Context: an optimization exercise on an open-source flow, tuned for small area and a short achievable clock period. The choices shown serve that exercise and are no tape-out recipe.
In this exercise RTL edits were held to simulation tests only and were not proved equivalent to the original.
Power figures rest on the tool's default switching activity, not on a simulated workload.

[flow/config.mk]
export PLATFORM = sky130hd
export DESIGN_NAME = retire_trace_buffer
export DESIGN_NICKNAME = retire_trace_buffer
export VERILOG_FILES = /design/flow/design.v
export SDC_FILE = /design/flow/constraint.sdc
export NUM_CORES = 4
export LEC_CHECK = 0
export CAP_MARGIN = 20
export CORE_MARGIN = 2
export CORE_UTILIZATION = 60
export CTS_CLUSTER_DIAMETER = 100
export CTS_CLUSTER_SIZE = 30
export SETUP_SLACK_MARGIN = 3.0
export SLEW_MARGIN = 20
[flow/design.v]
module retire_trace_buffer #(
    parameter int DEPTH = 16
) (
    input  logic                   clk,
    input  logic                   reset,
    input  logic                   trace_en,
    input  logic [31:0]            pc,
    input  logic [31:0]            inst,
    input  logic                   rf_we,
    input  logic [4:0]             rf_waddr,
    input  logic [31:0]            rf_wdata,
    output logic                   overflow,
    output logic [15:0]            drop_count,
    input  logic                   clr_ovf,
    output logic [$clog2(DEPTH):0] level,
    output logic [31:0]            out_data,
    output logic                   out_valid,
    input  logic                   out_ready
);
    localparam int IDX_W = $clog2(DEPTH);
    localparam int LVL_W = IDX_W + 1;
    logic        armed_q;
    logic [31:0] pc_q;
    logic [31:0] inst_q;
    logic        wv_q;
    logic [4:0]  waddr_q;
    logic [31:0] wdata_q;
    logic [IDX_W-1:0] wr_q;
    logic [DEPTH-1:0] rd_q;          
    logic [LVL_W-1:0] level_q;
    logic [3:0]       wc_q;          
    logic             valid_q;
    logic [31:0]      out_q;
    logic             overflow_q;
    logic [15:0]      drop_count_q;
    logic [31:0] pc_mem    [DEPTH];
    logic [31:0] inst_mem  [DEPTH];
    logic [4:0]  waddr_mem [DEPTH];
    logic [31:0] wdata_mem [DEPTH];
    logic        pc_chg_s, retire_s, push_req_s, wr_hit_s;
    logic [4:0]  ent_waddr_s;
    logic [31:0] ent_wdata_s;
    logic        full_s, one_s, accept_s, last_s, pop_s, wr_free_s;
    logic [31:0] next_pc_s, head_inst_s, head_wdata_s, next_word_s;
    logic [4:0]  head_waddr_s;
    logic [15:0] drop_inc_s;
    logic [LVL_W-1:0] level_n0, level_n1;
    logic             valid_n0, valid_n1;
    logic [31:0]      out_n0, out_n1;
    logic             wr_adv_n1;
    logic             ovf_n1;
    logic [15:0]      drop_n1;
    always_comb begin
        pc_chg_s    = (pc != pc_q);
        retire_s    = armed_q && pc_chg_s;
        push_req_s  = retire_s && trace_en;
        wr_hit_s    = rf_we && (rf_waddr != 5'd0);
        ent_waddr_s = wr_hit_s ? rf_waddr : (wv_q ? waddr_q : 5'd0);
        ent_wdata_s = wr_hit_s ? rf_wdata : (wv_q ? wdata_q : 32'd0);
        full_s    = level_q[IDX_W];
        one_s     = (level_q == LVL_W'(1));
        last_s    = wc_q[3];
        accept_s  = valid_q && out_ready;
        pop_s     = accept_s && last_s;
        wr_free_s = !full_s || last_s;
        next_pc_s    = 32'd0;
        head_inst_s  = 32'd0;
        head_waddr_s = 5'd0;
        head_wdata_s = 32'd0;
        for (int i = 0; i < DEPTH; i++) begin
            next_pc_s    = next_pc_s    | (pc_mem[i]    & {32{rd_q[(i+DEPTH-1)%DEPTH]}});
            head_inst_s  = head_inst_s  | (inst_mem[i]  & {32{rd_q[i]}});
            head_waddr_s = head_waddr_s | (waddr_mem[i] & {5{rd_q[i]}});
            head_wdata_s = head_wdata_s | (wdata_mem[i] & {32{rd_q[i]}});
        end
        if (wc_q[0])      next_word_s = head_inst_s;
        else if (wc_q[1]) next_word_s = {(head_waddr_s != 5'd0), 26'd0, head_waddr_s};
        else              next_word_s = head_wdata_s;
        level_n0 = pop_s ? level_q - LVL_W'(1) : level_q;
        valid_n0 = valid_q && !(pop_s && one_s);
        if (!valid_q)                out_n0 = 32'd0;
        else if (!out_ready)         out_n0 = out_q;
        else if (!last_s)            out_n0 = next_word_s;
        else if (!one_s)             out_n0 = next_pc_s;
        else                         out_n0 = 32'd0;
        wr_adv_n1 = !full_s || pop_s;
        level_n1  = (full_s || pop_s) ? level_q : level_q + LVL_W'(1);
        valid_n1  = 1'b1;
        if (!valid_q || (pop_s && one_s)) out_n1 = pc_q;    
        else                              out_n1 = out_n0;
        ovf_n1    = overflow_q || !wr_adv_n1;
        drop_inc_s = (drop_count_q == 16'hFFFF) ? drop_count_q : drop_count_q + 16'd1;
        drop_n1   = wr_adv_n1 ? drop_count_q : drop_inc_s;
    end
    always_ff @(posedge clk or negedge reset) begin
        if (!reset) begin
            armed_q      <= 1'b0;
            wv_q         <= 1'b0;
            wr_q         <= '0;
            rd_q         <= DEPTH'(1);
            level_q      <= '0;
            wc_q         <= 4'b0001;
            valid_q      <= 1'b0;
            out_q        <= 32'd0;
            overflow_q   <= 1'b0;
            drop_count_q <= 16'd0;
        end else begin
            armed_q <= 1'b1;
            wv_q    <= !retire_s && (wv_q || wr_hit_s);
            if (push_req_s && wr_adv_n1) wr_q <= wr_q + IDX_W'(1);
            if (pop_s)    rd_q <= {rd_q[DEPTH-2:0], rd_q[DEPTH-1]};
            if (accept_s) wc_q <= {wc_q[2:0], wc_q[3]};
            level_q <= push_req_s ? level_n1 : level_n0;
            valid_q <= push_req_s ? valid_n1 : valid_n0;
            out_q   <= push_req_s ? out_n1   : out_n0;
            if (clr_ovf) begin
                overflow_q   <= 1'b0;
                drop_count_q <= 16'd0;
            end else if (push_req_s) begin
                overflow_q   <= ovf_n1;
                drop_count_q <= drop_n1;
            end
        end
    end
    always_ff @(posedge clk) begin
        pc_q <= pc;
        if (!armed_q || pc_chg_s) inst_q <= inst;
        if (wr_hit_s) begin
            waddr_q <= rf_waddr;
            wdata_q <= rf_wdata;
        end
    end
    always_ff @(posedge clk) begin
        if (wr_free_s) begin
            pc_mem[wr_q]    <= pc_q;
            inst_mem[wr_q]  <= inst_q;
            waddr_mem[wr_q] <= ent_waddr_s;
            wdata_mem[wr_q] <= ent_wdata_s;
        end
    end
    assign out_valid  = valid_q;
    assign out_data   = out_q;
    assign overflow   = overflow_q;
    assign drop_count = drop_count_q;
    assign level      = level_q;
endmodule
[flow/run.sh]
#!/bin/bash
# synth_recipe.tcl (not shown) runs the flow's synth.tcl, then flattens the netlist and writes it again
# the make line also repeats each setting of config.mk as NAME=value (left out here)
make -C /OpenROAD-flow-scripts/flow DESIGN_CONFIG=/design/flow/config.mk WORK_HOME=/design/flow/orfs CLKGATE_MAP_FILE= SYNTH_SCRIPT=/design/flow/synth_recipe.tcl finish
[flow/constraint.sdc]
create_clock -name core_clock -period 5.5 [get_ports {clk}]
set_input_delay 1.1000 -clock core_clock [delete_from_list [all_inputs] [get_ports {clk}]]
set_output_delay 1.1000 -clock core_clock [all_outputs]
set_load 0.01 [all_outputs]
==> run notes, run 1 <==
CTS tree - built
worst slew pin tran - 1.04 ns
unrepaired setup endpoints after global routing - true
crit end category - register
Clock Path Buffers - 3
Flop pwr share - 68.2%
Ys Warns - 1
Finished Layout Cells - 5,378
period utilization - 47.3%
Via density - 7.35
sw frac - 20.5%
H-tree levels - 3
syn_area_per_cell - 17.9 um^2
Initial Util - 60.6%
Worst-Skew Late Latency - 0.71 ns
Hold Path Class - input pin to asynchronous set/reset pin
crit-path max cell delay - 0.53 ns
Setup Crit Path Kind - register to register
GRT Total Usage - 37.9%
CTS Sinks - 1,798
Final Cell Area - 74,600 um^2
Core Rows - 120
area share of the largest cell type after synthesis - 77.8%
Synth area leader - edfxtp_1
dpl cell area - 68,900 um^2
first-pass GRT wire length - 293,000 um
Gate power share - 3.1%
DRT antenna net count - 0
residual DRC count - 0
EDFF count, synth - 1,685
Vias - 39.5k
post-synthesis sequential area ratio - 81.9%
Worst-path clk slew - 0.12 ns
Worst path top cell family by delay - compound AO/OA/AOI/OAI gates
ys flop type - edfxtp_1
vias in the first global route - 37.3k
DIE AREA - 111,000 um^2
CTS buffer count - 69
DIE WIDTH - 333 um
CP required - 6.08 ns
Max Fclk - 384 MHz
# fillers - 6,746
most common cell in the netlist - edfxtp_1
Internal Power - 17.8 mW
Detailed Routing Iterations Pass 1 - 6
detailed-route wire length - 213,000 um
Post-Syn Instances - 3,632
# setup viols final - 0
die height - 333 um
R2R setup slack - 2.90 ns
clk_skew - 0.0239 ns
P_leak - 23.7 nW
Tot Pwr - 22.4 mW
slowest CP cell - dfrtp_4
dpl cells - 5,068
GRT Residual Overflow - 0
core area - 107,000 um^2
WP buf/inv - 2
crit-path max FO - 7
Sum Neg Setup Slack - 0 ns
Netlist Area Pre-Place - 65,100 um^2
Rel. slew slack - 30.6%
largest net degree at the start of global routing - 102
fin. max-slew vios - 0
Clk pwr share - 28.7%
Nets - 4,059
post-DP HPWL - 101,000 um
Arr. time, crit path - 3.19 ns
clk root buf - clkbuf_16
Placer Congestion - 0.805
top cells by count, synth - edfxtp_1 (1,685), a22oi_1 (379), nand2_1 (207)
element type at the critical path start - register
status - timing/DRC/antenna clean
CTS Hold Buffers Added - 0
Synth cell types - 55
Peak VDD IR - 0.000371 V
minimum clock period - 2.60 ns
Area Growth Syn to Fin - 14.7%
final hold viol count - 0
pwr dens - 300 nW/um^2
maxcap violations - 0
layout cells sized above 1 - 17.7%
antenna violations before repair - 7
Post-Syn Nets - 3,747
critical path, cell by cell - buf_12, buf_4, a22o_1, a221oi_1, and3_1, a31oi_1, nor2_2, o311a_1, o21ai_1
PortBufs - 161
Post-synth ARST share - 4.51%
Synth area leaders - edfxtp_1 (78%), a22oi_1 (4.4%), dfrtp_1 (3.0%)
FF+latch count, synth - 1,798
Routed wire per std cell - 39.6 um
Boundary Pins - 162
drt initial violations - 7,185
NetSw - 4.60 mW
worst paths after layout:
kind | from | end | cells after the start
worst min-delay path | reset | out_q[5] | 1
worst min register to register | pc_q[31] | pc_mem[13][31] | 0
min in group core_clock | pc_q[31] | pc_mem[13][31] | 0
worst max register to register | rd_q[2] | out_q[22] | 9
worst max-delay path | rd_q[2] | out_q[22] | 9
max in group asynchronous | reset | rd_q[9] | 2
per-stage QoR:
| stage | setup WS (ns) | hold slack (ns) | util, % |
|---|---|---|---|
| after global placement | 1.16 | 0.500 | 64.2 |
| final | 2.90 | 0.499 | 69.5 |
| after global routing | 2.89 | 0.506 | 69.5 |
| after CTS | 2.83 | 0.478 | 68.7 |
| after detailed placement | 1.08 | 0.493 | 64.2 |
| after floorplan | 1.88 | 0.439 | - |
sequential cells by signal, indices dropped and copies added (netlist names):
signal,flops
wdata_q,32
drop_count_q,16
out_q,32
pc_q,32
armed_q,1
rd_q,16
wdata_mem,512
waddr_mem,80
wr_q,4
wv_q,1
inst_mem,512
level_q,5
wc_q,4
pc_mem,512
overflow_q,1
waddr_q,5
inst_q,32
valid_q,1
power groups by stage:
stage | logic [mW] | clock network, mW | registers, mW
2_1_floorplan | 0.291 | 0 | 15.5
3_3_place_gp | 0.528 | 0 | 15.6
3_5_place_dp | 0.547 | 0 | 15.6
4_1_cts | 0.655 | 6.45 | 15.3
5_1_grt | 0.741 | 6.87 | 15.3
6_report | 0.698 | 6.43 | 15.3
routing by layer:
metal | share of wire (%) | up-vias | wire [um] | GRT usage, %
met1 | 37 | 20500 | 79000 | 55.5
met2 | 46 | 3051 | 98400 | 58.5
met5 | 0.0084 | - | 18 | 0
met3 | 13 | 363 | 28500 | 8.07
met4 | 3.4 | 2 | 7190 | 11.1
li1 | - | 15600 | - | -
final cells by class:
cell class | count | area [um^2] | share of cell area [%]
clock inverters | 4 | 41.3 | 0.0553
inverters | 13 | 75.1 | 0.101
well taps | 1403 | 1760 | 2.35
diodes | 1 | 2.50 | 0.00335
clock buffers | 97 | 1920 | 2.57
repair inverters | 2 | 17.5 | 0.0235
multi-input cells | 1597 | 12200 | 16.3
repair buffers | 463 | 5270 | 7.05
flip-flops and latches | 1798 | 53400 | 71.6
worst reg2reg max path: cells and delay by family, from the launching register on:
kind,cells,cell delay (ns)
AOI/OAI and AO/OA,5,1.04
and+or+nand+nor,2,0.56
DFF,1,0.53
buffers and inverters,2,0.35
cells by family (layout without fill, tap and decap cells):
family / count (synthesis) / after routing / synth area share (%)
buf+inv: 246 / 579 / 1.53
simple gates: 556 / 565 / 4.08
other cells: 1 / 2 / 0.00576
xor+xnor: 48 / 48 / 0.646
mux: 5 / 5 / 0.0827
fa+ha+maj: 8 / 8 / 0.154
compound gates: 970 / 970 / 11.6
flops: 1798 / 1798 / 81.9
cell usage in the layout, fill, tap and decap left out, drive strengths merged, types with 32 or more instances in the layout:
master,instances
nand2,213
dfxtp,32
clkbuf,122
a221oi,177
a22oi,379
a222oi,39
xnor2,47
nand4,105
dfrtp,79
buf,318
a22o,176
o21ai,104
clkdlybuf4s50,68
nor2,77
a31oi,33
nand3,86
edfxtp,1685
timing repair:
action / 4_1_cts / 5_1_grt
pin swaps: 63 / 76
setup buffers: 162 / 23
endpoints found under the setup margin: 1668 / 908
gates resized for setup: 435 / 202
cloned: 15 / 8
==> run 2, diff against run 1 <==
--- a/flow/config.mk
+++ b/flow/config.mk
@@ -7,7 +7,7 @@
 export LEC_CHECK = 0
 export CAP_MARGIN = 20
 export CORE_MARGIN = 2
-export CORE_UTILIZATION = 60
+export CORE_UTILIZATION = 70
 export CTS_CLUSTER_DIAMETER = 100
 export CTS_CLUSTER_SIZE = 30
 export SETUP_SLACK_MARGIN = 3.0
==> run notes, run 2 <==
Rel. slew slack - 23.4%
fin. max-slew vios - 0
slowest CP cell - nor4_4
Initial Util - 70.8%
core area - 91,900 um^2
dpl cell area - 68,600 um^2
critical path, cell by cell - buf_12, xnor2_4, buf_6, nand4_1, nor4_4, a21o_4, buf_6, buf_6, nor3_4, a32oi_1, xnor2_1
first-pass GRT wire length - 287,000 um
clk_skew - 0.0374 ns
Clock Path Buffers - 3
Boundary Pins - 162
final hold viol count - 0
minimum clock period - 2.73 ns
DRT antenna net count - 0
Ys Warns - 1
CTS tree - built
dpl cells - 4,895
drt initial violations - 8,301
Peak VDD IR - 0.000328 V
pwr dens - 299 nW/um^2
post-synthesis sequential area ratio - 81.9%
period utilization - 49.6%
FF-to-FF path depth - 9
Final Cell Area - 74,900 um^2
Largest regs - inst_mem: 512 flops, pc_mem: 512 flops, wdata_mem: 512 flops
H-tree levels - 3
Synth cell types - 55
maxcap violations - 0
CTS buffer count - 69
FF+latch count, synth - 1,798
CP required - 6.09 ns
crit end category - register
Worst-path clk slew - 0.11 ns
P_leak - 24.0 nW
syn_area_per_cell - 17.9 um^2
Arr. time, crit path - 3.32 ns
detailed-route wire length - 213,000 um
element type at the critical path start - input pin
Area Growth Syn to Fin - 15.1%
reg2reg end - level_q[2]
ys flop type - edfxtp_1
residual DRC count - 0
DIE WIDTH - 309 um
Synth area leaders - edfxtp_1 (78%), a22oi_1 (4.4%), dfrtp_1 (3.0%)
worst slew pin tran - 1.15 ns
most common cell in the netlist - edfxtp_1
Post-Syn Instances - 3,632
Worst-Skew Late Latency - 0.69 ns
Setup Crit Path Kind - input pin to register
Hold Path Class - input pin to asynchronous set/reset pin
GRT Total Usage - 44.0%
Core Rows - 111
commonest non-fill, non-tap cell in the layout - edfxtp_1
post-DP HPWL - 94,200 um
EDFF count, synth - 1,685
Sum Neg Setup Slack - 0 ns
clk root buf - clkbuf_16
top cells by count, synth - edfxtp_1 (1,685), a22oi_1 (379), nand2_1 (207)
Netlist Area Pre-Place - 65,100 um^2
Max Fclk - 367 MHz
layout cells sized above 1 - 17.2%
unrepaired setup endpoints after global routing - true
Placer Congestion - 0.826
R2R setup slack - 2.83 ns
multi-input logic area - 12,800 um^2
Routed wire per std cell - 40.9 um
Nets - 4,046
Post-synth ARST share - 4.51%
most frequent cells in the layout - edfxtp_1 (1,685), a22oi_1 (378), a22o_1 (176), a221oi_1 (172), buf_4 (149)
area share of the largest cell type after synthesis - 77.8%
FF+latch area - 53,400 um^2
Vias - 41.0k
antenna violations before repair - 10
cell mode on critical path - buf_6
CTS Hold Buffers Added - 0
GRT Residual Overflow - 0
r2r startpoint - pc_q[2]
Synth area leader - edfxtp_1
crit-path max cell delay - 0.40 ns
# setup viols final - 0
largest net degree at the start of global routing - 102
# fillers - 4,543
status - timing/DRC/antenna clean
vias in the first global route - 38.6k
die height - 309 um
Via density - 7.87
Finished Layout Cells - 5,206
crit-path max FO - 4
Post-Syn Nets - 3,747
CTS Sinks - 1,798
DIE AREA - 95,400 um^2
Detailed Routing Iterations Pass 1 - 8
PortBufs - 161
run 2: cell counts after synthesis:
Identical to the previous run, type by type.
run 2: cells by family after synthesis:
logic type                 synth area share (%)
AOI/OAI and AO/OA                          11.6
muxes                                    0.0827
adders and majority gates                 0.154
other                                   0.00576
buffers and inverters                      1.53
DFF                                        81.9
and+or+nand+nor                            4.08
xor gates and xnor gates                  0.646
run 2: area by class of cell:
cell class              count  area share (%)
flip-flops and latches   1798            71.3
clock buffers              94            2.49
multi-input cells        1617            17.1
repair buffers            431            6.86
well taps                1243            2.08
repair inverters            1         0.00836
clock inverters             2          0.0167
diodes                      7          0.0234
inverters                  13          0.0752
run 2: power breakdown:
group / switching [mW] / leakage (nW) / internal [mW]
clock: 3.86 / 0.908 / 2.41
sequential: 0.228 / 16.6 / 15.1
combinational: 0.504 / 6.52 / 0.289
run 2: timing repair:
action / 4_1_cts / 5_1_grt
setup buffers: 120 / 38
endpoints found under the setup margin: 1447 / 1342
gates resized for setup: 450 / 189
pin swaps: 80 / 99
gates cloned: 36 / 14
run 2: how the worst max path moves through the flow:
| stage | start | to | slack, ns |
|---|---|---|---|
| finish | pc[31] | level_q[2] | 2.77 |
| floorplan | level_q[4] | inst_mem[4][0] | 1.88 |
| global route | pc[31] | level_q[4] | 2.76 |
| global placement | pc[3] | level_q[3] | 0.92 |
| CTS | pc[31] | level_q[2] | 2.74 |
| detailed placement | pc[3] | level_q[2] | 0.86 |
run 2: critical path, delay by kind of cell:
family | cells | cell delay, ns
compound gates | 2 | 0.53
xor+xnor | 2 | 0.29
simple gates | 3 | 0.85
buf+inv | 4 | 0.53
run 2: layer usage:
layer | part of all wire, % | vias up | track usage (%) | routed length [um]
li1 | - | 15600 | - | -
met1 | 32 | 20400 | 60.2 | 68400
met2 | 45 | 4212 | 66.0 | 95100
met3 | 17 | 740 | 13.2 | 36600
met4 | 6.1 | 12 | 21.8 | 12900
met5 | 0.037 | - | 0 | 79
run 2: metrics by stage:
step / total power, mW / setup slack [ns] / hold slack, ns / utilization (%)
after global routing: 22.7 / 2.76 / 0.498 / 81.4
after global placement: 16.1 / 0.921 / 0.480 / 74.6
after CTS: 22.2 / 2.74 / 0.477 / 79.9
after detailed placement: 16.1 / 0.855 / 0.485 / 74.6
final: 22.4 / 2.77 / 0.475 / 81.4
after floorplan: 15.8 / 1.88 / 0.439 / -
==> run 3, diff against run 2 <==
--- a/flow/config.mk
+++ b/flow/config.mk
@@ -7,8 +7,8 @@
 export LEC_CHECK = 0
 export CAP_MARGIN = 20
 export CORE_MARGIN = 2
-export CORE_UTILIZATION = 70
+export CORE_UTILIZATION = 60
 export CTS_CLUSTER_DIAMETER = 100
 export CTS_CLUSTER_SIZE = 30
-export SETUP_SLACK_MARGIN = 3.0
+export SETUP_SLACK_MARGIN = 2.85
 export SLEW_MARGIN = 20
==> run notes, run 3 <==
status - timing/DRC/antenna clean
fin. max-slew vios - 0
most common cell in the netlist - edfxtp_1
DIE AREA - 111,000 um^2
Synth area leader - edfxtp_1
Nets - 4,000
# setup viols final - 0
Initial Util - 60.6%
CP required - 5.83 ns
H-tree levels - 3
residual DRC count - 0
Largest regs - inst_mem: 512 flops, pc_mem: 512 flops, wdata_mem: 512 flops
final worst-path setup slack - 2.67 ns
clk_skew - 0.0237 ns
Area Growth Syn to Fin - 12.9%
minimum clock period - 2.83 ns
post-synthesis mux area share - 0.0827%
P_leak - 23.4 nW
antenna violations before repair - 10
Sum Neg Setup Slack - 0 ns
slowest CP cell - nor3b_4
largest family of logic cells by synthesized area - compound AO/OA/AOI/OAI gates
ys flop type - edfxtp_1
vias in the first global route - 36.6k
Boundary Pins - 162
Hold Path Class - input pin to asynchronous set/reset pin
Peak VDD IR - 0.000372 V
PortBufs - 161
CTS buffer count - 69
Synth cell types - 55
CTS Sinks - 1,798
post-synthesis sequential area ratio - 81.9%
period utilization - 51.5%
crit-path max FO - 58
DRT antenna net count - 0
Clk pwr share - 28.7%
Via density - 7.37
element type at the critical path start - register
crit end category - register
NetSw - 4.58 mW
worst slew pin tran - 1.13 ns
detailed-route wire length - 209,000 um
CTS tree - built
simple-gate share of the synthesized area - 4.08%
Compound-Gate Fraction of Synth Area - 11.6%
Rel. slew slack - 24.4%
core area - 107,000 um^2
Synth area leaders - edfxtp_1 (78%), a22oi_1 (4.4%), dfrtp_1 (3.0%)
Setup Crit Path Kind - register to register
Ys Warns - 1
Flop pwr share - 68.3%
GRT Total Usage - 37.0%
DIE WIDTH - 333 um
drt initial violations - 6,985
unrepaired setup endpoints after global routing - true
Post-Syn Instances - 3,632
largest net degree at the start of global routing - 102
Routed wire per std cell - 39.2 um
EDFF count, synth - 1,685
GRT Residual Overflow - 0
critical path, cell by cell - nand2b_4, nor3b_4, and2_4, buf_12
commonest non-fill, non-tap cell in the layout - edfxtp_1
adder-cell share of the synthesized area - 0.154%
Clock Path Buffers - 3
crit-path max cell delay - 0.67 ns
Post-Syn Nets - 3,747
Core Rows - 120
area share of the largest cell type after synthesis - 77.8%
post-DP HPWL - 101,000 um
CTS Hold Buffers Added - 0
sw frac - 20.5%
syn_area_per_cell - 17.9 um^2
Gate power share - 3.0%
first-pass GRT wire length - 286,000 um
Detailed Routing Iterations Pass 1 - 8
FF+latch count, synth - 1,798
R2R setup slack - 2.67 ns
Internal Power - 17.8 mW
Placer Congestion - 0.805
Worst-path clk slew - 0.11 ns
Worst-Skew Late Latency - 0.71 ns
Synth Area in XOR/XNOR - 0.646%
final hold viol count - 0
Netlist Area Pre-Place - 65,100 um^2
clk root buf - clkbuf_16
Max Fclk - 353 MHz
die height - 333 um
Arr. time, crit path - 3.16 ns
FF-to-FF path depth - 4
layout cells sized above 1 - 13.4%
most frequent cells in the layout - edfxtp_1 (1,685), a22oi_1 (378), a22o_1 (176), a221oi_1 (175), nand2_1 (167)
maxcap violations - 0
reg2reg end - wdata_mem[2][23]
pre-CTS setup slack - 1.08 ns
# fillers - 6,878
r2r startpoint - wc_q[3]
Vias - 39.2k
top cells by count, synth - edfxtp_1 (1,685), a22oi_1 (379), nand2_1 (207)
pwr dens - 305 nW/um^2
Post-synth ARST share - 4.51%
run 3: cell counts after synthesis:
Identical to the previous run, type by type.
run 3: layout make-up:
cell class	count	area (um^2)	share of cell area, %
inverter	13	75.1	0.102
timing repair buffer	407	4580	6.24
clock inverter	4	41.3	0.0562
tap	1403	1760	2.39
clock buffer	97	1920	2.61
antenna	2	5.00	0.00681
timing repair inverter	2	17.5	0.0238
multi-input combinational	1594	11700	15.9
sequential	1798	53400	72.7
run 3: stage by stage:
| step | total power [mW] | util [%] | hold WS [ns] | area, um^2 | instances |
|---|---|---|---|---|---|
| 6_report | 22.4 | 68.4 | 0.484 | 73500 | 5320 |
| 5_1_grt | 22.9 | 68.4 | 0.504 | 73500 | 5319 |
| 4_1_cts | 22.3 | 67.6 | 0.478 | 72500 | 5269 |
| 3_5_place_dp | 16.1 | 64.2 | 0.493 | 68900 | 5068 |
| 3_3_place_gp | 16.1 | 64.2 | 0.500 | 68900 | 5068 |
| 2_1_floorplan | 15.8 | - | 0.439 | 65200 | 3632 |
run 3: cell families (layout without fill, tap and decap cells):
kind of cell,Yosys count,count (layout)
DFF,1798,1798
other,1,3
buffers and inverters,246,523
muxes,5,5
adders and majority gates,8,8
and+or+nand+nor,556,562
AOI/OAI and AO/OA,970,970
xor gates and xnor gates,48,48
run 3: metal layers:
metal	part of all wire, %	GRT usage (%)
met3	14	6.91
met2	47	58.1
met5	0.0062	0
met1	37	54.4
met4	2.5	9.01
run 3: how the worst max path moves through the flow:
| stage | startpoint | to | slack, ns |
|---|---|---|---|
| global placement | pc[19] | drop_count_q[11] | 1.16 |
| CTS | level_q[4] | wdata_mem[0][5] | 2.71 |
| global route | wc_q[3] | inst_mem[2][21] | 2.75 |
| detailed placement | pc[19] | drop_count_q[11] | 1.08 |
| floorplan | level_q[4] | inst_mem[4][0] | 1.88 |
| finish | wc_q[3] | wdata_mem[2][23] | 2.67 |
run 3: worst max-delay path: cells and delay by family (launching register included):
kind / cells / cell delay [ns]
flip-flops: 1 / 0.44
buffers and inverters: 1 / 0.50
AND/OR/NAND/NOR: 3 / 1.42
run 3: power groups by stage:
stage	Sequential (mW)	Clock, mW	Combinational (mW)
5_1_grt	15.3	6.87	0.720
3_5_place_dp	15.6	0	0.547
2_1_floorplan	15.5	0	0.291
6_report	15.3	6.42	0.680
4_1_cts	15.3	6.45	0.601
3_3_place_gp	15.6	0	0.528
run 3: timing repair:
item / CTS / global route
gates resized for setup: 214 / 125
setup endpoints to repair: 1361 / 823
buffers inserted: 95 / 41
cloned: 5 / 8
pin swaps: 30 / 35
==> run 4, diff against run 3 <==
--- a/flow/config.mk
+++ b/flow/config.mk
@@ -8,7 +8,7 @@
 export CAP_MARGIN = 20
 export CORE_MARGIN = 2
 export CORE_UTILIZATION = 60
-export CTS_CLUSTER_DIAMETER = 100
-export CTS_CLUSTER_SIZE = 30
-export SETUP_SLACK_MARGIN = 2.85
+export CTS_CLUSTER_DIAMETER = 80
+export CTS_CLUSTER_SIZE = 25
+export SETUP_SLACK_MARGIN = 3.0
 export SLEW_MARGIN = 20
==> run notes, run 4 <==
status - timing/DRC/antenna clean
post-synthesis sequential area ratio - 81.9%
GRT Total Usage - 37.9%
Clock Path Buffers - 3
GRT Residual Overflow - 0
FF-to-FF path depth - 5
Core Rows - 120
final hold viol count - 0
period utilization - 48.2%
largest net degree at the start of global routing - 102
Hold Path Class - input pin to asynchronous set/reset pin
Detailed Routing Iterations Pass 1 - 7
Max Fclk - 377 MHz
Ys Warns - 1
DRT antenna net count - 0
CTS Sinks - 1,798
commonest non-fill, non-tap cell in the layout - edfxtp_1
die height - 333 um
most common cell in the netlist - edfxtp_1
reg2reg end - inst_mem[5][8]
first-pass GRT wire length - 292,000 um
syn_area_per_cell - 17.9 um^2
minimum clock period - 2.65 ns
Area Growth Syn to Fin - 14.9%
Synth area leader - edfxtp_1
crit end category - register
Final Cell Area - 74,700 um^2
Initial Util - 60.6%
fin. max-slew vios - 0
post-DP HPWL - 101,000 um
Tot Pwr - 22.9 mW
detailed-route wire length - 214,000 um
Nets - 4,063
maxcap violations - 0
Routed wire per std cell - 39.7 um
DIE AREA - 111,000 um^2
Sum Neg Setup Slack - 0 ns
Worst-path clk slew - 0.10 ns
H-tree levels - 3
CTS tree - built
Placer Congestion - 0.805
pwr dens - 306 nW/um^2
Finished Layout Cells - 5,389
PortBufs - 161
Synth area leaders - edfxtp_1 (78%), a22oi_1 (4.4%), dfrtp_1 (3.0%)
Netlist Area Pre-Place - 65,100 um^2
EDFF count, synth - 1,685
FF+latch count, synth - 1,798
Min Hold Slack - 0.468 ns
unrepaired setup endpoints after global routing - true
P_leak - 23.7 nW
Worst-Skew Late Latency - 0.72 ns
worst slew pin tran - 1.04 ns
layout cells sized above 1 - 17.9%
Post-Syn Nets - 3,747
Post-Syn Instances - 3,632
Setup Crit Path Kind - register to register
area share of the largest cell type after synthesis - 77.8%
crit-path max FO - 56
r2r startpoint - wr_q[1]
Boundary Pins - 162
Largest regs - inst_mem: 512 flops, pc_mem: 512 flops, wdata_mem: 512 flops
clk root buf - clkbuf_16
ys flop type - edfxtp_1
drt initial violations - 6,869
dpl cells - 5,068
element type at the critical path start - register
vias in the first global route - 37.5k
# setup viols final - 0
antenna violations before repair - 11
top cells by count, synth - edfxtp_1 (1,685), a22oi_1 (379), nand2_1 (207)
Arr. time, crit path - 3.00 ns
Via density - 7.37
Post-synth ARST share - 4.51%
Synth cell types - 55
dpl cell area - 68,900 um^2
clk_skew - 0.0329 ns
R2R setup slack - 2.85 ns
core area - 107,000 um^2
residual DRC count - 0
most frequent cells in the layout - edfxtp_1 (1,685), a22oi_1 (374), a22o_1 (176), buf_4 (163), a221oi_1 (160)
CTS buffer count - 82
DIE WIDTH - 333 um
CTS Hold Buffers Added - 0
Rel. slew slack - 30.5%
Vias - 39.7k
Peak VDD IR - 0.000261 V
CP required - 5.85 ns
[run 4: worst max-delay path by stage]
stage | start | to | slack (ns) | cells after the start
after floorplan | level_q[4] | inst_mem[4][0] | 1.88 | 4
after global placement | pc[19] | drop_count_q[11] | 1.16 | 9
after detailed placement | pc[19] | drop_count_q[11] | 1.08 | 9
after CTS | wc_q[3] | pc_mem[3][19] | 2.65 | 4
after global routing | wr_q[1] | wdata_mem[5][23] | 2.81 | 5
final | wr_q[1] | inst_mem[5][8] | 2.85 | 5
[run 4: final cells by class]
| type | count | area [um^2] |
|---|---|---|
| clock buffer | 111 | 2200 |
| multi-input combinational | 1597 | 12100 |
| antenna | 2 | 5.00 |
| inverter | 13 | 75.1 |
| sequential | 1798 | 53400 |
| tap | 1403 | 1760 |
| timing repair buffer | 454 | 5110 |
| timing repair inverter | 2 | 17.5 |
| fill | 6768 | 32600 |
| clock inverter | 9 | 96.3 |
[run 4: layer usage]
metal,share of wire [%],vias to the layer above,global-route usage (%)
met2,46,3195,58.3
li1,-,15600,-
met3,13,388,7.92
met5,0.032,-,0
met1,37,20500,55.6
met4,3.3,10,11.1
[run 4: logic make-up after synthesis]
logic type,after synthesis,synth area share [%]
AOI/OAI and AO/OA,970,11.6
xor gates and xnor gates,48,0.646
adders and majority gates,8,0.154
buffers and inverters,246,1.53
DFF,1798,81.9
muxes,5,0.0827
other,1,0.00576
and+or+nand+nor,556,4.08
[run 4: what timing repair did]
action / CTS / global route
cloned: 13 / 10
gates resized for setup: 455 / 172
setup buffers: 143 / 33
setup endpoints to repair: 1660 / 971
pin swaps: 54 / 58
[run 4: per-stage QoR]
stage	util (%)	setup slack, ns
global route	69.6	2.81
floorplan	-	1.88
CTS	68.7	2.65
detailed placement	64.2	1.08
finish	69.6	2.85
global placement	64.2	1.16
[run 4: report_power, final]
group          switching, mW  internal [mW]
combinational          0.429          0.251
clock                   4.08           2.85
sequential             0.214           15.1
total                   4.73           18.2
[run 4: worst max-delay path, cell delays in order, from the launching register on]
cell	delay (ns)
dfrtp_1	0.44
inv_1	0.12
ha_1	0.29
inv_1	0.21
nor3_4	0.65
buf_12	0.51
==> run 5, diff against run 4 <==
==> flow/flow/run.sh (new file) <==
#!/bin/bash
# The standard layout (the standard.sh, standard synthesis unchanged) with
# one change: the port buffers that global placement inserts are buf_2 cells
# instead of the delay-cell buffers buffer_ports picks by default.
set -euo pipefail
export BUFFER_PORTS_ARGS="-buffer_cell sky130_fd_sc_hd__buf_2"
bash standard.sh finish > flow_standard.log 2>&1
==> flow/standard.sh (new file) <==
#!/bin/bash
# synth_recipe.tcl (not shown) runs the flow's synth.tcl, then flattens the netlist and writes it again
# the make line also repeats each setting of config.mk as NAME=value (left out here)
make -C /OpenROAD-flow-scripts/flow DESIGN_CONFIG=/design/flow/config.mk WORK_HOME=/design/flow/orfs CLKGATE_MAP_FILE= SYNTH_SCRIPT=/design/flow/synth_recipe.tcl "${@:-finish}"
--- a/flow/config.mk
+++ b/flow/config.mk
@@ -8,7 +8,7 @@
 export CAP_MARGIN = 20
 export CORE_MARGIN = 2
 export CORE_UTILIZATION = 60
-export CTS_CLUSTER_DIAMETER = 80
-export CTS_CLUSTER_SIZE = 25
+export CTS_CLUSTER_DIAMETER = 100
+export CTS_CLUSTER_SIZE = 30
 export SETUP_SLACK_MARGIN = 3.0
 export SLEW_MARGIN = 20
removed: flow/run.sh
==> run notes, run 5 <==
slowest CP cell - or4_4
Tot Pwr - 22.2 mW
DIE WIDTH - 333 um
drt initial violations - 6,866
die height - 333 um
period utilization - 49.9%
area share of the largest cell type after synthesis - 77.8%
worst slew pin tran - 1.25 ns
H-tree levels - 3
element type at the critical path start - input pin
vias in the first global route - 36.9k
Peak VDD IR - 0.000265 V
DRT antenna net count - 0
Post-Syn Instances - 3,632
ys flop type - edfxtp_1
Critical Path Source - pc[31]
post-DP HPWL - 98,500 um
Boundary Pins - 162
Core Rows - 120
antenna violations before repair - 17
crit path to - drop_count_q[9]
Via density - 7.40
# setup viols final - 0
Rel. slew slack - 16.9%
pwr dens - 305 nW/um^2
FF+latch count, synth - 1,798
Finished Layout Cells - 5,301
Worst-path clk slew - 0.11 ns
critical path, cell by cell - buf_8, xnor2_4, buf_6, nand4_1, nor4_4, buf_4, a21o_4, buf_12, or2_4, or4_4, a21oi_2
minimum clock period - 2.75 ns
Area Growth Syn to Fin - 11.7%
Largest regs - inst_mem: 512 flops, pc_mem: 512 flops, wdata_mem: 512 flops
Placer Congestion - 0.817
CP required - 6.11 ns
GRT Total Usage - 38.1%
Initial Util - 60.6%
Vias - 39.2k
CTS Hold Buffers Added - 0
Critical Path Stages - 11
status - timing/DRC/antenna clean
Netlist Area Pre-Place - 65,100 um^2
CTS Sinks - 1,798
PortBufs - 161
multi-input logic area - 11,800 um^2
unrepaired setup endpoints after global routing - true
dpl cells - 5,063
Clock Path Buffers - 3
Setup Crit Path Kind - input pin to register
FF+latch area - 53,400 um^2
detailed-route wire length - 212,000 um
Hold Path Class - input pin to asynchronous set/reset pin
core area - 107,000 um^2
Nets - 3,983
Routed wire per std cell - 40.1 um
crit-path max cell delay - 0.48 ns
crit-path max FO - 5
R2R setup slack - 2.80 ns
commonest non-fill, non-tap cell in the layout - edfxtp_1
Worst path top cell family by delay - simple AND/OR/NAND/NOR gates
CTS buffer count - 69
fin. max-slew vios - 0
largest net degree at the start of global routing - 102
r2r startpoint - pc_q[16]
final hold viol count - 0
clk root buf - clkbuf_16
Detailed Routing Iterations Pass 1 - 6
EDFF count, synth - 1,685
Sum Neg Setup Slack - 0 ns
Max Fclk - 364 MHz
DIE AREA - 111,000 um^2
post-synthesis sequential area ratio - 81.9%
Arr. time, crit path - 3.35 ns
crit end category - register
CTS tree - built
syn_area_per_cell - 17.9 um^2
WP buf/inv - 4
# fillers - 6,932
Synth area leaders - edfxtp_1 (78%), a22oi_1 (4.4%), dfrtp_1 (3.0%)
most common cell in the netlist - edfxtp_1
reg2reg end - drop_count_q[9]
FF-to-FF path depth - 9
Post-synth ARST share - 4.51%
Synth cell types - 55
Ys Warns - 1
clk_skew - 0.0368 ns
GRT Residual Overflow - 0
top cells by count, synth - edfxtp_1 (1,685), a22oi_1 (379), nand2_1 (207)
Post-Syn Nets - 3,747
Worst-Skew Late Latency - 0.71 ns
layout cells sized above 1 - 17.5%
first-pass GRT wire length - 292,000 um
Synth area leader - edfxtp_1
P_leak - 23.1 nW
most frequent cells in the layout - edfxtp_1 (1,685), a22oi_1 (379), a22o_1 (175), a221oi_1 (170), buf_2 (158)
residual DRC count - 0
maxcap violations - 0
## run 5: how the worst min path moves through the flow
stage | start | to | cells past startpoint | slack (ns)
final | reset | out_q[7] | 1 | 0.46
after global routing | reset | wv_q | 1 | 0.48
after CTS | reset | out_q[7] | 1 | 0.43
after detailed placement | wc_q[2] | wc_q[2] | 1 | 0.50
after global placement | wc_q[2] | wc_q[2] | 1 | 0.49
after floorplan | armed_q | wv_q | 1 | 0.44
## run 5: where the power goes
part	switching, mW	internal [mW]
registers	0.231	15.1
clock network	3.92	2.41
logic	0.372	0.174
total	4.53	17.7
## run 5: cell families after synthesis
family          after synthesis  share of synthesized area, %
compound gates              970                          11.6
flops                      1798                          81.9
xor+xnor                     48                         0.646
mux                           5                        0.0827
other cells                   1                       0.00576
simple gates                556                          4.08
fa+ha+maj                     8                         0.154
buf+inv                     246                          1.53
## run 5: layout make-up
| type | instances | area share (%) |
|---|---|---|
| flip-flops and latches | 1798 | 73.4 |
| inverters | 13 | 0.0671 |
| diodes | 4 | 0.0138 |
| multi-input cells | 1594 | 16.2 |
| clock inverters | 2 | 0.0172 |
| clock buffers | 95 | 2.57 |
| well taps | 1403 | 2.41 |
| repair buffers | 392 | 5.32 |
## run 5: metrics by stage
step,utilization (%),area [um^2],hold WS [ns],worst slack (ns)
finish,67.7,72700,0.460,2.75
global placement,63.4,68000,0.489,1.51
detailed placement,63.4,68000,0.503,1.44
global route,67.7,72700,0.475,2.73
CTS,67.1,72000,0.434,2.75
floorplan,-,65200,0.439,1.88
## run 5: routing by layer
metal,GRT usage [%],up-vias,wire (um)
met4,12.2,6,7390
met2,58.9,3015,98000
met1,54.9,20400,78900
li1,-,15400,-
met5,0,-,49
met3,8.31,372,28100
## run 5: what timing repair did
item                       4_1_cts  5_1_grt
resized for setup              165      113
pin swaps                       27       40
cloned                          10        0
setup endpoints to repair     1325      727
buffers inserted               101       26
==> run 6, diff against run 5 <==
--- a/flow/design.v
+++ b/flow/design.v
@@ -33,6 +33,7 @@
     logic [31:0]      out_q;
     logic             overflow_q;
     logic [15:0]      drop_count_q;
+    logic [DEPTH-1:0] we_q;          
     logic [31:0] pc_mem    [DEPTH];
     logic [31:0] inst_mem  [DEPTH];
     logic [4:0]  waddr_mem [DEPTH];
@@ -40,10 +41,12 @@
     logic        pc_chg_s, retire_s, push_req_s, wr_hit_s;
     logic [4:0]  ent_waddr_s;
     logic [31:0] ent_wdata_s;
-    logic        full_s, one_s, accept_s, last_s, pop_s, wr_free_s;
+    logic        full_s, one_s, accept_s, last_s, pop_s;
     logic [31:0] next_pc_s, head_inst_s, head_wdata_s, next_word_s;
     logic [4:0]  head_waddr_s;
     logic [15:0] drop_inc_s;
+    logic [DEPTH-1:0] wr_dec_s, wr1_dec_s, we_n0, we_n1;
+    logic             last_n_s, free_n0, free_n1;
     logic [LVL_W-1:0] level_n0, level_n1;
     logic             valid_n0, valid_n1;
     logic [31:0]      out_n0, out_n1;
@@ -62,7 +65,6 @@
         last_s    = wc_q[3];
         accept_s  = valid_q && out_ready;
         pop_s     = accept_s && last_s;
-        wr_free_s = !full_s || last_s;
         next_pc_s    = 32'd0;
         head_inst_s  = 32'd0;
         head_waddr_s = 5'd0;
@@ -91,6 +93,15 @@
         ovf_n1    = overflow_q || !wr_adv_n1;
         drop_inc_s = (drop_count_q == 16'hFFFF) ? drop_count_q : drop_count_q + 16'd1;
         drop_n1   = wr_adv_n1 ? drop_count_q : drop_inc_s;
+        for (int i = 0; i < DEPTH; i++) begin
+            wr_dec_s[i]  = (wr_q == IDX_W'(i));
+            wr1_dec_s[i] = (wr_q == IDX_W'(i + DEPTH - 1));
+        end
+        last_n_s = accept_s ? wc_q[2] : wc_q[3];
+        free_n0  = !(full_s && !pop_s) || last_n_s;
+        free_n1  = !(full_s || (level_q == LVL_W'(DEPTH - 1) && !pop_s)) || last_n_s;
+        we_n0    = free_n0 ? wr_dec_s : '0;
+        we_n1    = free_n1 ? (wr_adv_n1 ? wr1_dec_s : wr_dec_s) : '0;
     end
     always_ff @(posedge clk or negedge reset) begin
         if (!reset) begin
@@ -124,6 +135,7 @@
     end
     always_ff @(posedge clk) begin
         pc_q <= pc;
+        we_q <= push_req_s ? we_n1 : we_n0;
         if (!armed_q || pc_chg_s) inst_q <= inst;
         if (wr_hit_s) begin
             waddr_q <= rf_waddr;
@@ -131,11 +143,13 @@
         end
     end
     always_ff @(posedge clk) begin
-        if (wr_free_s) begin
-            pc_mem[wr_q]    <= pc_q;
-            inst_mem[wr_q]  <= inst_q;
-            waddr_mem[wr_q] <= ent_waddr_s;
-            wdata_mem[wr_q] <= ent_wdata_s;
+        for (int i = 0; i < DEPTH; i++) begin
+            if (we_q[i]) begin
+                pc_mem[i]    <= pc_q;
+                inst_mem[i]  <= inst_q;
+                waddr_mem[i] <= ent_waddr_s;
+                wdata_mem[i] <= ent_wdata_s;
+            end
         end
     end
     assign out_valid  = valid_q;
==> run notes, run 6 <==
status - timing/DRC/antenna clean
DIE WIDTH - 335 um
Worst-Skew Late Latency - 0.70 ns
GRT Residual Overflow - 0
minimum clock period - 2.54 ns
Synth cell types - 63
area share of the largest cell type after synthesis - 77.1%
Vias - 39.0k
most frequent cells in the layout - edfxtp_1 (1,685), a22oi_1 (408), a22o_1 (168), a221oi_1 (156), buf_2 (156)
Min Hold Slack - 0.481 ns
Via density - 7.34
Max Fclk - 393 MHz
Post-synth ARST share - 4.47%
Tot Pwr - 22.8 mW
Largest regs - inst_mem: 512 flops, pc_mem: 512 flops, wdata_mem: 512 flops
most common cell in the netlist - edfxtp_1
Placer Congestion - 0.809
P_leak - 23.4 nW
ys flop type - edfxtp_1
Synth area leader - edfxtp_1
Worst-path clk slew - 0.11 ns
residual DRC count - 0
Routed wire per std cell - 39.1 um
Nets - 3,963
Rel. slew slack - 21.2%
FF+latch area - 53,800 um^2
Detailed Routing Iterations Pass 1 - 8
layout cells sized above 1 - 17.6%
GRT Total Usage - 36.8%
commonest non-fill, non-tap cell in the layout - edfxtp_1
CTS buffer count - 70
CTS tree - built
syn_area_per_cell - 17.9 um^2
Synth area leaders - edfxtp_1 (77%), a22oi_1 (4.7%), dfrtp_1 (3.0%)
Post-Syn Nets - 3,778
Sum Neg Setup Slack - 0 ns
Boundary Pins - 162
Clock Path Buffers - 3
Arr. time, crit path - 3.14 ns
post-DP HPWL - 96,000 um
FF+latch count, synth - 1,814
fin. max-slew vios - 0
FF-to-FF path depth - 8
clk_skew - 0.0208 ns
vias in the first global route - 37.6k
top cells by count, synth - edfxtp_1 (1,685), a22oi_1 (411), nand2_1 (182)
largest net degree at the start of global routing - 102
element type at the critical path start - input pin
worst slew pin tran - 1.18 ns
Initial Util - 60.4%
Area Growth Syn to Fin - 11.8%
PortBufs - 161
multi-input logic area - 12,300 um^2
cell mode on critical path - buf_6
CTS Sinks - 1,814
Hold Path Class - input pin to asynchronous set/reset pin
detailed-route wire length - 208,000 um
# fillers - 7,166
Ys Warns - 5
slowest CP cell - nor4_4
die height - 335 um
DRT antenna net count - 0
Peak VDD IR - 0.000257 V
first-pass GRT wire length - 285,000 um
clk root buf - clkbuf_16
period utilization - 46.3%
EDFF count, synth - 1,685
critical path, cell by cell - buf_8, xor2_4, nor4_4, nand4_1, buf_6, o21bai_4, buf_6, buf_6, nand2b_4, mux2_4
maxcap violations - 0
core area - 109,000 um^2
antenna violations before repair - 10
pwr dens - 310 nW/um^2
crit-path max FO - 4
post-synthesis sequential area ratio - 81.6%
Post-Syn Instances - 3,662
CP required - 6.09 ns
crit-path max cell delay - 0.44 ns
Netlist Area Pre-Place - 65,700 um^2
final hold viol count - 0
H-tree levels - 3
crit end category - register
unrepaired setup endpoints after global routing - true
Setup Crit Path Kind - input pin to register
drt initial violations - 6,085
DIE AREA - 112,000 um^2
Core Rows - 121
# setup viols final - 0
run 6: changes by cell type in the layout (fill, tap and decap cells not counted), sizes merged, moves of 34 or more:
cell | previous run | this run
buf | 387 | 334
nand4 | 105 | 58
a31oi | 33 | 79
nand3 | 86 | 129
xnor2 | 47 | 11
xor2 | 1 | 35
run 6: kinds of logic (layout without fill, tap and decap cells):
group	after synthesis	in the layout	share of synthesized area [%]
compound gates	1037	1037	12.1
xor+xnor	46	46	0.614
fa+ha+maj	9	9	0.172
buf+inv	239	469	1.54
flops	1814	1814	81.6
mux	6	6	0.0972
other cells	1	3	0.00571
simple gates	510	511	3.87
run 6: through the flow:
stage	utilization [%]	instances	setup WS, ns	cell area [um^2]
final	67.5	5309	2.96	73400
after global routing	67.5	5309	2.92	73400
after CTS	66.9	5288	2.90	72700
after detailed placement	63.4	5087	1.44	68900
after global placement	63.4	5087	1.56	68900
after floorplan	-	3662	2.75	66400
run 6: final cells by class:
| cell class | instances | area share, % |
|---|---|---|
| Clock buffer | 113 | 2.69 |
| Sequential cell | 1814 | 73.4 |
| Antenna cell | 2 | 0.00682 |
| Inverter | 10 | 0.0580 |
| Clock inverter | 5 | 0.0699 |
| Multi-Input combinational cell | 1610 | 16.8 |
| Tap cell | 1414 | 2.41 |
| Timing Repair Buffer | 341 | 4.61 |
run 6: path summary, 6_finish.rpt:
path | endpoint | slack, ns | start
hold / removal | drop_count_q[8] | 0.48 | reset
setup reg to reg | out_q[31] | 2.96 | rd_q[6]
hold reg to reg | inst_mem[7][22] | 0.51 | we_q[7]
setup / recovery | wr_q[1] | 2.96 | pc[0]
min in group core_clock | inst_mem[7][22] | 0.51 | we_q[7]
max in group asynchronous | rd_q[7] | 3.92 | reset
run 6: power breakdown:
group / internal (mW) / switching (mW)
Clock: 2.54 / 4.00
Sequential: 15.3 / 0.243
Combinational: 0.203 / 0.468
Total: 18.1 / 4.71
run 6: layer usage:
layer / global-route usage [%] / routed length [um] / share of wire, %
met5: 0 / 56 / 0.027
met4: 13.7 / 8470 / 4.1
met3: 5.67 / 23700 / 11
met2: 58.3 / 98300 / 47
met1: 52.5 / 77300 / 37
run 6: worst max-delay path: cells and delay by family:
family          cells  cell delay [ns]
buf+inv             4             0.54
compound gates      1             0.22
mux                 1             0.30
simple gates        3             0.76
xor+xnor            1             0.20
run 6: what timing repair did:
action / CTS / global route
gates cloned: 2 / 4
resized for setup: 165 / 102
endpoints found under the setup margin: 457 / 157
hold buffers: 0 / 0
pin swaps: 12 / 32
buffers inserted: 81 / 15
==> run 7, diff against run 6 <==
--- a/flow/config.mk
+++ b/flow/config.mk
@@ -12,3 +12,4 @@
 export CTS_CLUSTER_SIZE = 30
 export SETUP_SLACK_MARGIN = 3.0
 export SLEW_MARGIN = 20
+export TNS_END_PERCENT = 5
==> run notes, run 7 <==
Worst-path clk slew - 0.11 ns
minimum clock period - 2.68 ns
Final Cell Area - 72,200 um^2
Peak VDD IR - 0.000281 V
final worst-path setup slack - 2.82 ns
cell mode on critical path - nand2_1
first-pass GRT wire length - 287,000 um
# fillers - 7,245
Post-Syn Instances - 3,662
top cells by count, synth - edfxtp_1 (1,685), a22oi_1 (411), nand2_1 (182)
Hold Path Class - input pin to asynchronous set/reset pin
element type at the critical path start - input pin
M3 GR Usage - 6.16%
die height - 335 um
DRT antenna net count - 0
fin. max-slew vios - 0
Post-synth ARST share - 4.47%
Via density - 7.36
worst slew pin tran - 1.22 ns
GR Layer Usage met2 - 58.2%
GR peak layer - met2
dpl cells - 5,087
status - timing/DRC/antenna clean
dpl cell area - 68,400 um^2
WP buf/inv - 3
FF+latch count, synth - 1,814
Sum Neg Setup Slack - 0 ns
GR Util met1 - 53.1%
CTS tree - built
maxcap violations - 0
Placer Congestion - 0.815
Initial Util - 60.4%
antenna violations before repair - 12
Tot Pwr - 22.6 mW
clk root buf - clkbuf_16
Synth cell types - 63
pre-CTS setup slack - 1.19 ns
commonest non-fill, non-tap cell in the layout - edfxtp_1
slowest CP cell - or4_4
Worst path top cell family by delay - simple AND/OR/NAND/NOR gates
Largest regs - inst_mem: 512 flops, pc_mem: 512 flops, wdata_mem: 512 flops
# setup viols final - 0
Synth area leaders - edfxtp_1 (77%), a22oi_1 (4.7%), dfrtp_1 (3.0%)
period utilization - 48.8%
Finished Layout Cells - 5,295
fin util - 66.4%
Setup Crit Path Kind - input pin to register
GRT Total Usage - 36.9%
ys flop type - edfxtp_1
Max Fclk - 373 MHz
Post-Syn Nets - 3,778
Synth area leader - edfxtp_1
residual DRC count - 0
EDFF count, synth - 1,685
Netlist Area Pre-Place - 65,700 um^2
syn_area_per_cell - 17.9 um^2
CP required - 5.84 ns
drt initial violations - 6,029
Min Hold Slack - 0.458 ns
detailed-route wire length - 207,000 um
CTS buffer count - 70
final hold viol count - 0
most frequent cells in the layout - edfxtp_1 (1,685), a22oi_1 (411), a22o_1 (168), nand2_1 (163), a221oi_1 (162)
Boundary Pins - 162
CTS Sinks - 1,814
Rel. slew slack - 18.6%
largest net degree at the start of global routing - 102
Core Rows - 121
GRT Residual Overflow - 0
Vias - 39.0k
unrepaired setup endpoints after global routing - true
Nets - 3,952
CTS Hold Buffers Added - 0
core area - 109,000 um^2
critical path, cell by cell - buf_2, or4_4, o21ai_4, clkinv_4, buf_8, nand2_1, nand2_1
most common cell in the netlist - edfxtp_1
post-DP HPWL - 97,200 um
Area Growth Syn to Fin - 9.96%
H-tree levels - 3
area share of the largest cell type after synthesis - 77.1%
PortBufs - 161
crit-path max FO - 47
Routed wire per std cell - 39.1 um
pwr dens - 314 nW/um^2
Ys Warns - 5
P_leak - 23.0 nW
crit-path max cell delay - 0.54 ns
Worst-Skew Late Latency - 0.70 ns
DIE WIDTH - 335 um
crit end category - register
post-synthesis sequential area ratio - 81.6%
Detailed Routing Iterations Pass 1 - 7
vias in the first global route - 37.7k
DIE AREA - 112,000 um^2
clk_skew - 0.0327 ns
Arr. time, crit path - 3.02 ns
Clock Path Buffers - 3
layout cells sized above 1 - 14.5%
-- run 7: timing repair --
action / in CTS / in global routing
endpoints found under the setup margin: 699 / 530
buffers inserted: 86 / 0
gates cloned: 5 / 0
resized for setup: 155 / 2
pin swaps: 16 / 0
-- run 7: layout make-up --
cell class / instances / area [um^2] / share of cell area [%]
timing repair buffer: 331 / 3050 / 4.22
tap: 1414 / 1770 / 2.45
clock inverter: 2 / 20.0 / 0.0277
clock buffer: 111 / 1970 / 2.73
sequential: 1814 / 53800 / 74.5
inverter: 10 / 42.5 / 0.0589
antenna: 4 / 10.0 / 0.0139
multi-input combinational: 1609 / 11600 / 16.0
-- run 7: cells by family (layout without fill, tap and decap cells) --
family / after synthesis / count (layout) / synth area share, %
flip-flops: 1814 / 1814 / 81.6
AO/OA/AOI/OAI: 1037 / 1037 / 12.1
AND/OR/NAND/NOR: 510 / 510 / 3.87
buffers and inverters: 239 / 454 / 1.54
XOR/XNOR: 46 / 46 / 0.614
adder cells (fa/ha/maj): 9 / 9 / 0.172
multiplexers: 6 / 6 / 0.0972
other: 1 / 5 / 0.00571
-- run 7: final timing paths --
| check | end | slack [ns] | start | depth (start not counted) |
|---|---|---|---|---|
| worst max-delay path | wdata_mem[0][19] | 2.82 | rf_waddr[1] | 7 |
| worst min-delay path | out_q[0] | 0.46 | reset | 1 |
| worst max register to register | drop_count_q[13] | 2.85 | pc_q[2] | 8 |
| worst min register to register | overflow_q | 0.51 | overflow_q | 2 |
| max in group asynchronous | rd_q[8] | 3.83 | reset | 2 |
| min in group core_clock | overflow_q | 0.51 | overflow_q | 2 |
-- run 7: metal layers --
metal,part of all wire (%),vias to the layer above
met5,0.020,-
met1,37,20400
met2,47,2760
li1,-,15400
met4,3.9,6
met3,12,368
-- run 7: where the power goes --
part / total [mW] / switching, mW / internal (mW)
clock: 6.48 / 3.96 / 2.52
sequential: 15.6 / 0.263 / 15.3
combinational: 0.580 / 0.413 / 0.167
-- run 7: worst register-to-register path, stage by stage (launching register included) --
cell and delay, ns:
dfxtp_2 0.52, xor2_1 0.46, nor4_1 0.12, nand4_1 0.09
buf_4 0.20, o2111a_2 0.41, nand4_4 0.17, or4_1 0.43
a21oi_1 0.18
==> run 8, diff against run 7 <==
--- a/flow/config.mk
+++ b/flow/config.mk
@@ -10,6 +10,6 @@
 export CORE_UTILIZATION = 60
 export CTS_CLUSTER_DIAMETER = 100
 export CTS_CLUSTER_SIZE = 30
+export GPL_ROUTABILITY_DRIVEN = 0
 export SETUP_SLACK_MARGIN = 3.0
 export SLEW_MARGIN = 20
-export TNS_END_PERCENT = 5
==> run notes, run 8 <==
status - timing/DRC/antenna clean
Nets - 3,963
clk root buf - clkbuf_16
DRT antenna net count - 0
Worst-path clk slew - 0.11 ns
core area - 109,000 um^2
pre-CTS setup slack - 1.44 ns
fin util - 67.5%
Arr. time, crit path - 3.14 ns
GRT Total Usage - 36.8%
CP required - 6.09 ns
Ys Warns - 5
P_leak - 23.4 nW
vias in the first global route - 37.6k
Synth area leader - edfxtp_1
final worst-path setup slack - 2.96 ns
FF+latch area - 53,800 um^2
Synth cell types - 63
commonest non-fill, non-tap cell in the layout - edfxtp_1
Final Cell Area - 73,400 um^2
Sum Neg Setup Slack - 0 ns
CTS buffer count - 70
area share of the largest cell type after synthesis - 77.1%
# setup viols final - 0
Via density - 7.34
FF-to-FF path depth - 8
detailed-route wire length - 208,000 um
worst slew pin tran - 1.18 ns
DIE AREA - 112,000 um^2
adder-cell share of the synthesized area - 0.172%
Tot Pwr - 22.8 mW
Netlist Area Pre-Place - 65,700 um^2
Worst-Skew Late Latency - 0.70 ns
Detailed Routing Iterations Pass 1 - 8
CTS Sinks - 1,814
minimum clock period - 2.54 ns
dpl cell area - 68,900 um^2
reg2reg end - out_q[31]
maxcap violations - 0
layout cells sized above 1 - 17.6%
fin. max-slew vios - 0
Post-synth ARST share - 4.47%
r2r startpoint - rd_q[6]
crit end category - register
multi-input logic area - 12,300 um^2
DIE WIDTH - 335 um
largest net degree at the start of global routing - 102
Peak VDD IR - 0.000257 V
Boundary Pins - 162
post-DP HPWL - 96,000 um
first-pass GRT wire length - 285,000 um
Clock Path Buffers - 3
clk_skew - 0.0208 ns
drt initial violations - 6,085
R2R setup slack - 2.96 ns
Synth Area in XOR/XNOR - 0.614%
most frequent cells in the layout - edfxtp_1 (1,685), a22oi_1 (408), a22o_1 (168), a221oi_1 (156), buf_2 (156)
Post-Syn Nets - 3,778
EDFF count, synth - 1,685
antenna violations before repair - 10
Vias - 39.0k
post-synthesis sequential area ratio - 81.6%
CTS Hold Buffers Added - 0
Max Fclk - 393 MHz
CTS tree - built
crit-path max FO - 4
Synth area leaders - edfxtp_1 (77%), a22oi_1 (4.7%), dfrtp_1 (3.0%)
Min Hold Slack - 0.481 ns
period utilization - 46.3%
top cells by count, synth - edfxtp_1 (1,685), a22oi_1 (411), nand2_1 (182)
Initial Util - 60.4%
element type at the critical path start - input pin
largest family of logic cells by synthesized area - compound AO/OA/AOI/OAI gates
die height - 335 um
GRT Residual Overflow - 0
Core Rows - 121
pwr dens - 310 nW/um^2
simple-gate share of the synthesized area - 3.87%
Largest regs - inst_mem: 512 flops, pc_mem: 512 flops, wdata_mem: 512 flops
Area Growth Syn to Fin - 11.8%
PortBufs - 161
FF+latch count, synth - 1,814
Setup Crit Path Kind - input pin to register
most common cell in the netlist - edfxtp_1
dpl cells - 5,087
# fillers - 7,166
Hold Path Class - input pin to asynchronous set/reset pin
ys flop type - edfxtp_1
final hold viol count - 0
H-tree levels - 3
syn_area_per_cell - 17.9 um^2
unrepaired setup endpoints after global routing - true
Routed wire per std cell - 39.1 um
post-synthesis mux area share - 0.0972%
Finished Layout Cells - 5,309
Post-Syn Instances - 3,662
Compound-Gate Fraction of Synth Area - 12.1%
Rel. slew slack - 21.2%
residual DRC count - 0
-- run 8: per-layer routing --
layer  share of wire (%)  up-vias  track usage [%]
li1                    -    15500                -
met4                 4.1        8             13.7
met5               0.027        -                0
met3                  11      409             5.67
met1                  37    20300             52.5
met2                  47     2757             58.3
-- run 8: cell families after synthesis --
kind of cell | after synthesis
DFF | 1814
AOI/OAI and AO/OA | 1037
and+or+nand+nor | 510
buffers and inverters | 239
xor gates and xnor gates | 46
adders and majority gates | 9
muxes | 6
other | 1
-- run 8: worst max path at each step --
stage | startpoint | slack (ns) | endpoint | depth (start not counted)
after floorplan | rf_waddr[1] | 2.75 | wdata_mem[0][17] | 7
after global placement | pc[3] | 1.56 | out_q[31] | 9
after detailed placement | pc[3] | 1.44 | out_q[31] | 9
after CTS | rd_q[3] | 2.90 | out_q[25] | 8
after global routing | rd_q[12] | 2.92 | out_q[31] | 8
final | pc[0] | 2.96 | wr_q[1] | 10
-- run 8: where the power goes --
group / internal [mW] / total (mW) / switching [mW]
Sequential: 15.3 / 15.6 / 0.243
Clock: 2.54 / 6.54 / 4.00
Combinational: 0.203 / 0.671 / 0.468
Total: 18.1 / 22.8 / 4.71
-- run 8: cell type report --
cell class	count	area share, %
flip-flops and latches	1814	73.4
multi-input cells	1610	16.8
repair buffers	341	4.61
clock buffers	113	2.69
well taps	1414	2.41
clock inverters	5	0.0699
inverters	10	0.0580
diodes	2	0.00682
-- run 8: worst max-delay path: stages --
cell and delay [ns]:
buf_8 0.11, xor2_4 0.20, nor4_4 0.44, nand4_1 0.18, buf_6 0.19, o21bai_4 0.22
buf_6 0.15, buf_6 0.09, nand2b_4 0.14, mux2_4 0.30
-- run 8: repair_timing --
action                                  4_1_cts  5_1_grt
endpoints found under the setup margin      457      157
gates resized for setup                     165      102
buffers inserted                             81       15
gates cloned                                  2        4
pin swaps                                    12       32
==> run 9, diff against run 8 <==
--- a/flow/config.mk
+++ b/flow/config.mk
@@ -7,9 +7,8 @@
 export LEC_CHECK = 0
 export CAP_MARGIN = 20
 export CORE_MARGIN = 2
-export CORE_UTILIZATION = 60
+export CORE_UTILIZATION = 52
 export CTS_CLUSTER_DIAMETER = 100
 export CTS_CLUSTER_SIZE = 30
-export GPL_ROUTABILITY_DRIVEN = 0
 export SETUP_SLACK_MARGIN = 3.0
 export SLEW_MARGIN = 20
==> run notes, run 9 <==
Rel. slew slack - 25.6%
fin util - 58.7%
top cells by count, synth - edfxtp_1 (1,685), a22oi_1 (411), nand2_1 (182)
Synth cell types - 63
Worst-path clk slew - 0.12 ns
period utilization - 47.0%
DIE WIDTH - 359 um
Post-Syn Instances - 3,662
ys flop type - edfxtp_1
syn_area_per_cell - 17.9 um^2
Boundary Pins - 162
most common cell in the netlist - edfxtp_1
Detailed Routing Iterations Pass 1 - 8
fin. max-slew vios - 0
minimum clock period - 2.58 ns
drt initial violations - 6,474
Sum Neg Setup Slack - 0 ns
final hold viol count - 0
layout cells sized above 1 - 17.8%
die height - 359 um
reg2reg end - out_q[14]
Initial Util - 52.4%
DRT antenna net count - 0
Worst-Skew Late Latency - 0.70 ns
post-DP HPWL - 94,600 um
Final Cell Area - 73,700 um^2
r2r startpoint - rd_q[14]
worst slew pin tran - 1.12 ns
crit-path max FO - 13
maxcap violations - 0
Vias - 38.7k
unrepaired setup endpoints after global routing - true
Hold Path Class - input pin to asynchronous set/reset pin
status - timing/DRC/antenna clean
dpl cell area - 69,200 um^2
EDFF count, synth - 1,685
final worst-path setup slack - 2.92 ns
Post-Syn Nets - 3,778
P_leak - 23.4 nW
crit end category - register
Worst path top cell family by delay - compound AO/OA/AOI/OAI gates
Placer Congestion - 0.776
CTS buffer count - 70
Setup Crit Path Kind - register to register
area share of the largest cell type after synthesis - 77.1%
element type at the critical path start - register
clk_skew - 0.0305 ns
cell mode on critical path - a31oi_1
Synth area leaders - edfxtp_1 (77%), a22oi_1 (4.7%), dfrtp_1 (3.0%)
Arr. time, crit path - 3.18 ns
DIE AREA - 129,000 um^2
WP buf/inv - 2
CTS Sinks - 1,814
Area Growth Syn to Fin - 12.2%
most frequent cells in the layout - edfxtp_1 (1,685), a22oi_1 (408), a22o_1 (168), buf_2 (155), a221oi_1 (154)
critical path, cell by cell - buf_4, buf_12, a22o_1, a221oi_1, and3_1, a31oi_1, o21ai_0, a31oi_1, a21o_1
Finished Layout Cells - 5,539
pwr dens - 309 nW/um^2
H-tree levels - 3
Core Rows - 130
residual DRC count - 0
commonest non-fill, non-tap cell in the layout - edfxtp_1
FF-to-FF path depth - 9
core area - 125,000 um^2
post-synthesis sequential area ratio - 81.6%
crit path to - out_q[14]
Peak VDD IR - 0.000250 V
Ys Warns - 5
antenna violations before repair - 7
Via density - 6.99
Critical Path Stages - 9
Clock Path Buffers - 3
dpl cells - 5,324
R2R setup slack - 2.92 ns
Nets - 3,977
Tot Pwr - 22.8 mW
Routed wire per std cell - 37.9 um
crit-path max cell delay - 0.52 ns
detailed-route wire length - 210,000 um
GRT Total Usage - 31.6%
Post-synth ARST share - 4.47%
CP required - 6.09 ns
slowest CP cell - dfrtp_4
vias in the first global route - 35.8k
Min Hold Slack - 0.490 ns
first-pass GRT wire length - 286,000 um
Synth area leader - edfxtp_1
FF+latch count, synth - 1,814
CTS tree - built
Netlist Area Pre-Place - 65,700 um^2
Critical Path Source - rd_q[14]
# setup viols final - 0
clk root buf - clkbuf_16
PortBufs - 161
pre-CTS setup slack - 1.22 ns
largest net degree at the start of global routing - 102
GRT Residual Overflow - 0
Largest regs - inst_mem: 512 flops, pc_mem: 512 flops, wdata_mem: 512 flops
Max Fclk - 387 MHz
## run 9: cell counts after synthesis
Identical to the previous run, type by type.
## run 9: how the worst min path moves through the flow
stage	end	slack, ns	cells after the start
5_1_grt	pc_q[23]	0.50	1
3_5_place_dp	wc_q[2]	0.49	1
4_1_cts	pc_q[5]	0.49	1
2_1_floorplan	wc_q[2]	0.48	1
6_report	wv_q	0.49	1
3_3_place_gp	wc_q[2]	0.50	1
## run 9: cell families after synthesis
group	count (synthesis)	share of synthesized area, %
and+or+nand+nor	510	3.87
adders and majority gates	9	0.172
xor gates and xnor gates	46	0.614
muxes	6	0.0972
buffers and inverters	239	1.54
AOI/OAI and AO/OA	1037	12.1
other	1	0.00571
DFF	1814	81.6
## run 9: power by group
| group | leakage [nW] | internal [mW] | switching (mW) |
|---|---|---|---|
| clock | 0.949 | 2.52 | 4.02 |
| combinational | 5.80 | 0.208 | 0.468 |
| sequential | 16.7 | 15.3 | 0.256 |
## run 9: layout make-up
| type | count | area [um^2] |
|---|---|---|
| clock buffers | 96 | 1910 |
| repair buffers | 354 | 3520 |
| fillers | 9296 | 51700 |
| flip-flops and latches | 1814 | 53800 |
| well taps | 1650 | 2060 |
| inverters | 10 | 50.0 |
| clock inverters | 3 | 43.8 |
| diodes | 1 | 2.50 |
| multi-input cells | 1611 | 12300 |
## run 9: layer usage
| metal | vias to the layer above | share of wire, % | track usage [%] |
|---|---|---|---|
| li1 | 15500 | - | - |
| met5 | - | 0.029 | 0 |
| met4 | 8 | 3.5 | 9.78 |
| met3 | 302 | 11 | 5.09 |
| met2 | 2395 | 46 | 49.4 |
| met1 | 20500 | 39 | 46.1 |
## run 9: repair_timing
action,CTS,global route
setup endpoints to repair,734,234
setup buffers,84,21
resized for setup,168,90
hold buffers,0,0
gates cloned,5,5
pin swaps,13,34

-- re-timing with driven ports --
The flow's constraints put no driver on any port. The routed layouts listed below were extracted and timed again, unchanged, in two steps.
Step 1: set_driving_cell puts a clkbuf_16 on clk and a buf_2 on each other input, an assumption about the parent block.
Step 2 adds t to the input delays and takes it off the output delays; t is the mean of the earliest and latest rising clock arrival at the registers after step 1. Input paths then give back, and output paths get back, about the clock's delay inside the block.
a / b / c = no drivers / after step 1 / after step 2; a / b = the first two.
| run | t, ns | setup WS [ns] | slew at the worst register clock pin (ns) |
|---|---|---|---|
| run 1 | 0.778 | 2.898 / 2.896 / 2.226 | 0.12 / 0.12 |
| run 2 | 0.751 | 2.774 / 2.802 / 2.051 | 0.12 / 0.12 |
| run 3 | 0.776 | 2.670 / 2.670 / 2.110 | 0.12 / 0.12 |
| run 4 | 0.783 | 2.851 / 2.851 / 2.188 | 0.10 / 0.10 |
| run 5 | 0.760 | 2.754 / 2.740 / 1.980 | 0.12 / 0.12 |
| run 6 | 0.780 | 2.956 / 2.960 / 2.213 | 0.12 / 0.12 |
| run 7 | 0.768 | 2.817 / 2.854 / 2.111 | 0.12 / 0.12 |
| run 8 | 0.780 | 2.956 / 2.960 / 2.213 | 0.12 / 0.12 |
| run 9 | 0.756 | 2.916 / 2.916 / 2.249 | 0.12 / 0.12 |
After both steps every run listed still meets setup and hold. The setup slack of run 5, which loses most, moves by -0.014 ns with the drivers and by -0.774 ns with both steps.
